Source: an optimization exercise on an open RTL-to-GDS flow (aim: small area, a short achievable clock period and few clock cycles per item). Production flows keep margins and buffers that such runs may drop. In this exercise RTL edits were held to simulation tests only and were not proved equivalent to the original.

--- design/flow/design.v ---
`default_nettype none
package polar_pkg;
    typedef enum logic [2:0] {
        IDLE,
        READ_COUNT,
        READ_HEADER,
        READ_LLR,
        DECODE,
        WRITE,
        FINISH
    } seq_state_t;
    typedef enum logic {
        PE_F,    
        PE_G     
    } pe_op_t;
    typedef logic signed [12-1:0] llr_t;
    typedef logic signed [12+4-1:0] stage_llr_t;
    typedef logic [16*12-1:0] llr_vec_t;
    typedef logic [16-1:0] msg_t;
    localparam logic [16*4-1:0] RELIABILITY = {
        4'd15, 4'd14, 4'd13, 4'd11,
        4'd7,  4'd12, 4'd10, 4'd9,
        4'd6,  4'd5,  4'd3,  4'd8,
        4'd4,  4'd2,  4'd1,  4'd0
    };
endpackage
`default_nettype wire
`default_nettype none
module llr_stage_array
(
    input  wire                          clk,
    input  wire                          rst_n,
    input  wire                          load,
    input  wire  polar_pkg::llr_vec_t    channel_llr,
    input  wire  [1:0]                   stage_sel,
    input  wire  polar_pkg::pe_op_t      op,
    input  wire  [16/2-1:0]        partial_sums,
    output logic [1:0][12+4-1:0] leaf_llr
);
    localparam int unsigned NUM_PE = 16 / 2;
    localparam int unsigned SW = 12 + 4;
    polar_pkg::llr_vec_t                    chan_q;
    logic [NUM_PE-1:0][SW-1:0]   buf8_q;
    logic [NUM_PE/2-1:0][SW-1:0] buf4_q;
    logic [NUM_PE/4-1:0][SW-1:0] buf2_q;
    logic [NUM_PE-1:0][SW-1:0]   pe_a;
    logic [NUM_PE-1:0][SW-1:0]   pe_b;
    logic [NUM_PE-1:0][SW-1:0]   pe_out;
    function automatic logic signed [SW-1:0] pe_calc(input polar_pkg::pe_op_t f_op,
                                           input logic signed [SW-1:0] a,
                                           input logic signed [SW-1:0] b,
                                           input logic u);
        logic signed [SW-1:0] mag_a;
        logic signed [SW-1:0] mag_b;
        logic signed [SW-1:0] mag_min;
        mag_a   = (a < 0) ? -a : a;
        mag_b   = (b < 0) ? -b : b;
        mag_min = (mag_a < mag_b) ? mag_a : mag_b;
        if (f_op == polar_pkg::PE_G) begin
            pe_calc = u ? (b - a) : (b + a);
        end else begin
            pe_calc = ((a < 0) ^ (b < 0)) ? -mag_min : mag_min;
        end
    endfunction
    always_comb begin
        for (int i = 0; i < NUM_PE; i++) begin
            pe_a[i] = '0;
            pe_b[i] = '0;
        end
        case (stage_sel)
            2'd3: begin
                for (int i = 0; i < NUM_PE; i++) begin
                    pe_a[i] = {{4{chan_q[i*12 + 12-1]}},
                               chan_q[i*12 +: 12]};
                    pe_b[i] = {{4{chan_q[(i + NUM_PE)*12 + 12-1]}},
                               chan_q[(i + NUM_PE)*12 +: 12]};
                end
            end
            2'd2: begin
                for (int i = 0; i < NUM_PE/2; i++) begin
                    pe_a[i] = buf8_q[i];
                    pe_b[i] = buf8_q[i + NUM_PE/2];
                end
            end
            2'd1: begin
                for (int i = 0; i < NUM_PE/4; i++) begin
                    pe_a[i] = buf4_q[i];
                    pe_b[i] = buf4_q[i + NUM_PE/4];
                end
            end
            default: ;
        endcase
        for (int i = 0; i < NUM_PE; i++) begin
            pe_out[i] = pe_calc(op, pe_a[i], pe_b[i], partial_sums[i]);
        end
    end
    always_ff @(posedge clk) begin
        if (load) begin
            chan_q <= channel_llr;
        end
        case (stage_sel)
            2'd3: begin
                for (int i = 0; i < NUM_PE; i++) begin
                    buf8_q[i] <= pe_out[i];
                end
            end
            2'd2: begin
                for (int i = 0; i < NUM_PE/2; i++) begin
                    buf4_q[i] <= pe_out[i];
                end
            end
            2'd1: begin
                for (int i = 0; i < NUM_PE/4; i++) begin
                    buf2_q[i] <= pe_out[i];
                end
            end
            default: ;
        endcase
    end
    assign leaf_llr = buf2_q;
endmodule
`default_nettype wire
`default_nettype none
module sc_controller
(
    input  wire                         clk,
    input  wire                         rst_n,
    input  wire                         start,
    input  wire  [8-1:0]             k_value,
    input  wire  [1:0][12+4-1:0] leaf_llr,
    output logic                        load,
    output logic [1:0]                  stage_sel,
    output polar_pkg::pe_op_t           op,
    output logic [16/2-1:0]       partial_sums,
    output logic                        done,
    output polar_pkg::msg_t             message
);
    localparam int unsigned PAIRS = 16 / 2;
    logic                        busy;
    logic [1:0]                  stage_ptr;    
    logic [4-2:0]     pair_idx;     
    logic [4-2:0]     pair_inc;
    logic [1:0]                  next_ptr;
    logic [4:0]       msg_cnt;
    logic [4:0]       cnt_next;
    polar_pkg::msg_t                        msg_next;
    logic                        leaf_step;
    logic                        frozen0;
    logic                        frozen1;
    logic                        u0;
    logic                        u1;
    polar_pkg::stage_llr_t                  leaf0;
    polar_pkg::stage_llr_t                  leaf1;
    polar_pkg::stage_llr_t                  g_leaf;
    logic [1:0]                  enc1;
    logic [3:0]                  enc2;
    logic [7:0]                  enc3;
    logic [1:0]                  left1;
    logic [3:0]                  left2;
    logic [7:0]                  left3;
    function automatic logic is_frozen(input logic [4-1:0] idx,
                                       input logic [8-1:0] k);
        logic [4-1:0] rank;
        case (idx)
            4'd0:  rank = 4'd0;
            4'd1:  rank = 4'd1;
            4'd2:  rank = 4'd2;
            4'd4:  rank = 4'd3;
            4'd8:  rank = 4'd4;
            4'd3:  rank = 4'd5;
            4'd5:  rank = 4'd6;
            4'd6:  rank = 4'd7;
            4'd9:  rank = 4'd8;
            4'd10: rank = 4'd9;
            4'd12: rank = 4'd10;
            4'd7:  rank = 4'd11;
            4'd11: rank = 4'd12;
            4'd13: rank = 4'd13;
            4'd14: rank = 4'd14;
            default: rank = 4'd15;
        endcase
        is_frozen = ({{(8-4+1){1'b0}}, rank} + {1'b0, k}) < (8+1)'(16);
    endfunction
    assign leaf_step = busy && !load && (stage_ptr == 2'd0);
    assign frozen0   = is_frozen({pair_idx, 1'b0}, k_value);
    assign frozen1   = is_frozen({pair_idx, 1'b1}, k_value);
    assign leaf0  = leaf_llr[0];
    assign leaf1  = leaf_llr[1];
    assign u0 = !frozen0 && (leaf0 != 0) && (leaf1 != 0) &&
                ((leaf0 < 0) ^ (leaf1 < 0));
    assign g_leaf = u0 ? (leaf1 - leaf0) : (leaf1 + leaf0);
    assign u1 = !frozen1 && (g_leaf < 0);
    assign enc1 = {u1, u0 ^ u1};
    assign enc2 = {enc1, left1 ^ enc1};
    assign enc3 = {enc2, left2 ^ enc2};
    always_comb begin
        msg_next = message;
        cnt_next = msg_cnt;
        if (!frozen0) begin
            msg_next[cnt_next[4-1:0]] = u0;
            cnt_next = cnt_next + 1'b1;
        end
        if (!frozen1) begin
            msg_next[cnt_next[4-1:0]] = u1;
            cnt_next = cnt_next + 1'b1;
        end
    end
    assign pair_inc = pair_idx + 1'b1;
    assign next_ptr = pair_inc[0] ? 2'd1 : (pair_inc[1] ? 2'd2 : 2'd3);
    assign stage_sel = (busy && !load) ? stage_ptr : 2'd0;
    always_comb begin
        op           = polar_pkg::PE_F;
        partial_sums = '0;
        case (stage_sel)
            2'd1: begin
                op                = pair_idx[0] ? polar_pkg::PE_G : polar_pkg::PE_F;
                partial_sums[1:0] = left1;
            end
            2'd2: begin
                op                = pair_idx[1] ? polar_pkg::PE_G : polar_pkg::PE_F;
                partial_sums[3:0] = left2;
            end
            2'd3: begin
                op           = pair_idx[2] ? polar_pkg::PE_G : polar_pkg::PE_F;
                partial_sums = left3;
            end
            default: ;
        endcase
    end
    always_ff @(posedge clk or negedge rst_n) begin
        if (!rst_n) begin
            busy      <= 1'b0;
            stage_ptr <= '0;
            pair_idx  <= '0;
            msg_cnt   <= '0;
            load      <= 1'b0;
            done      <= 1'b0;
        end else begin
            load <= start;
            done <= 1'b0;
            if (start) begin
                busy      <= 1'b1;
                stage_ptr <= 2'd3;
                pair_idx  <= '0;
                msg_cnt   <= '0;
            end else if (busy && !load) begin
                if (stage_ptr != 2'd0) begin
                    stage_ptr <= stage_ptr - 1'b1;
                end else begin
                    msg_cnt <= cnt_next;
                    if (pair_idx == (4-1)'(PAIRS - 1)) begin
                        busy <= 1'b0;
                        done <= 1'b1;
                    end else begin
                        pair_idx  <= pair_inc;
                        stage_ptr <= next_ptr;
                    end
                end
            end
        end
    end
    always_ff @(posedge clk) begin
        if (start) begin
            message <= '0;
        end else if (leaf_step) begin
            message <= msg_next;
            if (!pair_idx[0]) begin
                left1 <= enc1;
            end else if (!pair_idx[1]) begin
                left2 <= enc2;
            end else if (!pair_idx[2]) begin
                left3 <= enc3;
            end
        end
    end
endmodule
`default_nettype wire
`default_nettype none
module frame_sequencer
(
    input  wire                  clk,
    input  wire                  rst_n,
    input  wire                  module_en,
    input  wire  [192-1:0]  rdata,
    output logic [11-1:0]  raddr,
    output logic                 start,
    output logic [8-1:0]      k_value,
    output polar_pkg::llr_vec_t  channel_llr,
    input  wire                  done,
    input  wire  polar_pkg::msg_t message,
    output logic [6-1:0]  waddr,
    output polar_pkg::msg_t      wdata,
    output logic                 wen,
    output logic                 proc_done
);
    polar_pkg::seq_state_t             state;
    polar_pkg::seq_state_t             next_state;
    logic [7-1:0]  pkt_left;
    always_comb begin
        next_state = state;
        case (state)
            polar_pkg::IDLE: begin
                if (module_en) begin
                    next_state = polar_pkg::READ_COUNT;
                end
            end
            polar_pkg::READ_COUNT: begin
                next_state = (rdata[7-1:0] == '0) ? polar_pkg::FINISH : polar_pkg::READ_HEADER;
            end
            polar_pkg::READ_HEADER: next_state = polar_pkg::READ_LLR;
            polar_pkg::READ_LLR:    next_state = polar_pkg::DECODE;
            polar_pkg::DECODE: begin
                if (done) begin
                    next_state = polar_pkg::WRITE;
                end
            end
            polar_pkg::WRITE:   next_state = (pkt_left == '0) ? polar_pkg::FINISH : polar_pkg::READ_HEADER;
            default: next_state = polar_pkg::IDLE;
        endcase
    end
    always_ff @(posedge clk or negedge rst_n) begin
        if (!rst_n) begin
            state     <= polar_pkg::IDLE;
            raddr     <= '0;
            waddr     <= '0;
            pkt_left  <= '0;
            start     <= 1'b0;
            wen       <= 1'b0;
            proc_done <= 1'b0;
        end else begin
            state     <= next_state;
            start     <= (state == polar_pkg::READ_LLR);
            wen       <= (state == polar_pkg::DECODE) && done;
            proc_done <= (next_state == polar_pkg::FINISH);
            case (state)
                polar_pkg::READ_COUNT: begin
                    pkt_left <= rdata[7-1:0];
                    raddr    <= raddr + 1'b1;
                end
                polar_pkg::READ_HEADER, polar_pkg::READ_LLR: raddr <= raddr + 1'b1;
                polar_pkg::DECODE: begin
                    if (done) begin
                        pkt_left <= pkt_left - 1'b1;
                    end
                end
                polar_pkg::WRITE: waddr <= waddr + 1'b1;
                polar_pkg::FINISH: begin
                    raddr <= '0;
                    waddr <= '0;
                end
                default: ;
            endcase
        end
    end
    always_ff @(posedge clk) begin
        if (state == polar_pkg::READ_HEADER) begin
            k_value <= rdata[10 +: 8];
        end
        if (state == polar_pkg::READ_LLR) begin
            channel_llr <= rdata;
        end
        if ((state == polar_pkg::DECODE) && done) begin
            wdata <= message;
        end
    end
endmodule
`default_nettype wire
`default_nettype none
module polar_decoder
(
    input  wire                  clk,
    input  wire                  rst_n,
    input  wire                  module_en,
    input  wire  [192-1:0]  rdata,
    output logic [11-1:0]  raddr,
    output logic [6-1:0]  waddr,
    output logic [16-1:0]  wdata,
    output logic                 wen,
    output logic                 proc_done
);
    logic                   start;
    logic                   done;
    logic [8-1:0]        k_value;
    polar_pkg::llr_vec_t               channel_llr;
    polar_pkg::msg_t                   message;
    logic                   load;
    logic [1:0]             stage_sel;
    polar_pkg::pe_op_t                 op;
    logic [16/2-1:0]  partial_sums;
    logic [1:0][12+4-1:0] leaf_llr;
    frame_sequencer u_seq (
        .clk         (clk),
        .rst_n       (rst_n),
        .module_en   (module_en),
        .rdata       (rdata),
        .raddr       (raddr),
        .start       (start),
        .k_value     (k_value),
        .channel_llr (channel_llr),
        .done        (done),
        .message     (message),
        .waddr       (waddr),
        .wdata       (wdata),
        .wen         (wen),
        .proc_done   (proc_done)
    );
    sc_controller u_ctrl (
        .clk          (clk),
        .rst_n        (rst_n),
        .start        (start),
        .k_value      (k_value),
        .leaf_llr     (leaf_llr),
        .load         (load),
        .stage_sel    (stage_sel),
        .op           (op),
        .partial_sums (partial_sums),
        .done         (done),
        .message      (message)
    );
    llr_stage_array u_array (
        .clk          (clk),
        .rst_n        (rst_n),
        .load         (load),
        .channel_llr  (channel_llr),
        .stage_sel    (stage_sel),
        .op           (op),
        .partial_sums (partial_sums),
        .leaf_llr     (leaf_llr)
    );
endmodule
`default_nettype wire
--- design/flow/run.sh ---
#!/bin/bash
# synth_recipe.tcl (not shown) runs the flow's synth.tcl, then flattens the netlist and writes it again
# the make line also repeats each setting of config.mk as NAME=value (left out here)
make -C /OpenROAD-flow-scripts/flow DESIGN_CONFIG=/design/flow/config.mk WORK_HOME=/design/flow/orfs CLKGATE_MAP_FILE= SYNTH_SCRIPT=/design/flow/synth_recipe.tcl finish
--- design/flow/config.mk ---
export PLATFORM = sky130hd
export DESIGN_NAME = polar_decoder
export DESIGN_NICKNAME = polar_decoder
export VERILOG_FILES = /design/flow/design.v
export SDC_FILE = /design/flow/constraint.sdc
export NUM_CORES = 4
export LEC_CHECK = 0
export CAP_MARGIN = 20
export CORE_MARGIN = 2
export CORE_UTILIZATION = 40
export SLEW_MARGIN = 20
--- design/flow/constraint.sdc ---
create_clock -name core_clock -period 10.0 [get_ports {clk}]
set_input_delay 2.0000 -clock core_clock [delete_from_list [all_inputs] [get_ports {clk}]]
set_output_delay 2.0000 -clock core_clock [all_outputs]
set_load 0.01 [all_outputs]
==> summary.txt <==
flip-flops by register name, summed over array words and instances, names as in the netlist, 2 cells and up:
| name | count |
|---|---|
| u_ctrl.message | 16 |
| u_seq.wdata | 16 |
| u_ctrl.msg_cnt | 4 |
| u_ctrl.left1 | 2 |
| u_seq.state | 3 |
| u_array.chan_q | 192 |
| u_ctrl.left3 | 8 |
| u_ctrl.stage_ptr | 2 |
| u_array.buf2_q | 32 |
| u_seq.waddr | 6 |
| u_seq.raddr | 11 |
| u_seq.channel_llr | 192 |
| u_seq.pkt_left | 7 |
| u_seq.k_value | 8 |
| u_ctrl.left2 | 4 |
| u_ctrl.pair_idx | 3 |
| u_array.buf8_q | 128 |
| u_array.buf4_q | 64 |
metrics by stage:
stage                     util (%)  area, um2  instances
final                         45.9      55900       6911
after global routing          45.9      55900       6911
after CTS                     45.9      55900       6911
after detailed placement      43.6      53100       6762
after global placement        43.6      53100       6762
after floorplan                  -      49300       5071
metal layers:
metal,global-route usage [%],up-vias,wire length [um]
met4,6.31,2,4010
met1,30.6,18700,63900
li1,-,19000,-
met2,37.1,1232,67000
met5,0,-,13
met3,3.01,188,8460
placed cells by master (no fill, tap or decap), types with 79 or more instances in the layout:
master / Yosys / layout
nand2_1: 417 / 416
xnor2_1: 261 / 261
edfxtp_1: 646 / 646
and2_1: 80 / 79
nor2_1: 511 / 510
nand3_1: 81 / 81
clkdlybuf4s50_1: 0 / 228
inv_1: 178 / 178
clkbuf_16: 0 / 81
nor3_1: 113 / 113
xor2_1: 211 / 211
o21ai_0: 306 / 306
a21oi_1: 418 / 418
mux2i_1: 155 / 155
ha_1: 339 / 339
a21o_1: 86 / 86
final cells by class:
type                       instances  area, um2  share of cell area (%)
sequential                       704      20800                    37.2
inverter                         184        701                    1.25
tap                             1625       2030                    3.64
clock inverter                    51        659                    1.18
clock buffer                      98       2110                    3.78
multi-input combinational       3971      26900                    48.2
timing repair buffer             278       2680                    4.80
logic make-up after synthesis:
logic type      count (synthesis)  synth area share [%]
simple gates                 1599                  15.7
compound gates               1330                  17.1
flops                         704                  42.2
xor+xnor                      472                  8.40
buf+inv                       396                  3.29
fa+ha+maj                     347                  8.94
mux                           207                  4.35
other cells                     1               0.00762
Yosys cell counts, types with 32 or more instances:
cell	count
inv_1	178
a31oi_1	62
nor3_1	113
xor2_1	211
nand2_1	417
nand2b_1	63
mux2_2	47
dfrtp_1	42
and3_1	35
buf_1	32
ha_1	339
nand3_1	81
mux2i_1	155
a22oi_1	34
a21oi_1	418
edfxtp_1	646
or3_1	61
o21ai_0	306
nor2b_1	56
xnor2_1	261
clkbuf_1	130
buf_2	34
and2_1	80
a21o_1	86
a211oi_1	42
nor2_1	511
o31ai_1	58
path summary, 6_finish.rpt:
kind,endpoint,depth (start not counted),from
max reg2reg,u_array.buf8_q[12]$_DFFE_PN_,24,u_ctrl.load$_DFF_PN0_
min reg2reg,u_array.chan_q[169]$_DFFE_PP_,0,u_seq.channel_llr[169]$_DFFE_PP_
min,u_array.chan_q[169]$_DFFE_PP_,0,u_seq.channel_llr[169]$_DFFE_PP_
max,u_array.buf8_q[12]$_DFFE_PN_,24,u_ctrl.load$_DFF_PN0_
max in group asynchronous,u_ctrl.load$_DFF_PN0_,2,rst_n
min in group asynchronous,u_ctrl.msg_cnt[1]$_DFFE_PN0P_,2,rst_n
worst max-delay path: stages (launching register included):
cell and delay (ps):
dfrtp_4 550, buf_4 690, nand4b_4 380, inv_8 200, and2_1 270, a2111oi_4 650, nand2_1 230, or3_1 420
or4_1 450, ha_1 380, nand4_1 160, nor3_1 70, a2111oi_1 750, a21oi_1 220, nor2_1 260, buf_4 280
nand2_1 70, o21ai_0 120, ha_1 220, o21ai_0 140, nor3_1 490, a31oi_1 180, xnor2_1 160, nand2_1 60
o21ai_1 110
==> results.toml <==
[global_routing]
grt_overflow_total = 0
antenna_found_initial = 3
grt_pass1_wl_um = 220000
track_usage_pct = 22.4
first_global_vias = 37200
grt_max_degree = 106

[placed_design]
dp_hpwl_um = 109000
numPortBuffers = 229
dp_slack_ps = 2000
gp_congestion = 0.966

[sta]
hold_viol = 0
slew_headroom_pct = 27.0
timing.final.crit_period_ps = 7860
slew_viol_final = 0
clock.fmax_ghz = 0.127
setup_violations = 0
skew_ps = 39.7
fin_crit_sh_pct = 78.6
setup_tns_ps = 0
hold_slack_ps = 402
tightest_slew_ps = 1090
setup_slack_ps = 2140
rsz0062_at_grt = "false"

[critical_path]
crit_fanout = 72
critPathRequiredTime_ps = 10400
criticalPathCategory = "reg -> reg"
worst-r2r-setup-slack_ps = 2140
arrival_ps = 8260
crit_path_end_kind = "flip-flop"
startpoint_type = "flip-flop"

[logic_synthesis]
synth_area_per_cell_um2 = 9.74
synth_area_leader_cell = "edfxtp_1"
netlist_area_um2 = 49200
synth.top_cell.area_share_pct = 39.4
synthTopCellsByArea = "edfxtp_1 39%, ha_1 8.6%, xnor2_1 4.6%, a21oi_1 4.3%, nor2_1 3.9%"
postSynthCellCount = 5056
ys.flop_type = "edfxtp_1"
ys_warn_count = 3
synthArstFlopShare_pct = 5.97
synth_edf_count = 646
synth.distinct_cells = 114
ys_seq_area_share_pct = 42.2
synth-seq-cells = 704

[detailed_routing]
firstDrtPassIters = 5
viasPerCell = 5.66
vias = 39100
wl_per_cell_um = 20.7
drt_iter0_drc = 3633
final_antenna_net_count = 0
drt_wl_total_um = 143000
drc = 0

[floorplan]
die_height_um = 355
core_area_um2 = 122000
start_util_pct = 40.4
io_pins = 230
dieArea_um2 = 126000
die_w_um = 355
rows = 128

[clocking]
clkSinkCount = 704
clkTransAtPathRegs_ps = 60
post_cts_buffers = 0
clockBufferDepth = 3
cts_tree = "yes"
cts_resized = 0
cts_root_buf = "clkbuf_16"
numCtsBuffers = 80
hold_buffers = 0
htreeDepth = 3
worstSkewPairLatency_ps = 700

[finish]
fin_nets = 5761
area_growth_pct = 13.5
n_fill_cell = 11500
drive_above_1_share_pct = 5.75
antennaDiodeCount = 0

[min_path]
hold_path_class = "reg -> reg"

[job]
cap_violations = 0

[status]
status = "timing/DRC/antenna clean"
Testbench counts, summed over its fixed seeds: cycles 21,560, packets 760.

-- static timing again, ports no longer ideal --
The results above use ideal ports. As a check the final layout listed here was re-extracted and re-timed, cells and wires unchanged.
Step 1, drivers: a clkbuf_16 drives clk and a buf_2 each remaining input, both assumed.
Step 2 times the ports against the registers' clock, not the clock port: input delays grow and output delays shrink by t, the midpoint of the rising clock arrivals with the driver on.
Slacks: ideal ports / drivers / drivers and shift; pairs: ideal ports / drivers.
shift t [ns]: 0.763
slack for setup (ns): 2.142 / 2.142 / 2.142
pins driven straight from the clock port: 1
After both steps setup and hold are still met in this run. The setup slack of this run moves by 0.000 ns with the drivers and by 0.000 ns with both steps.
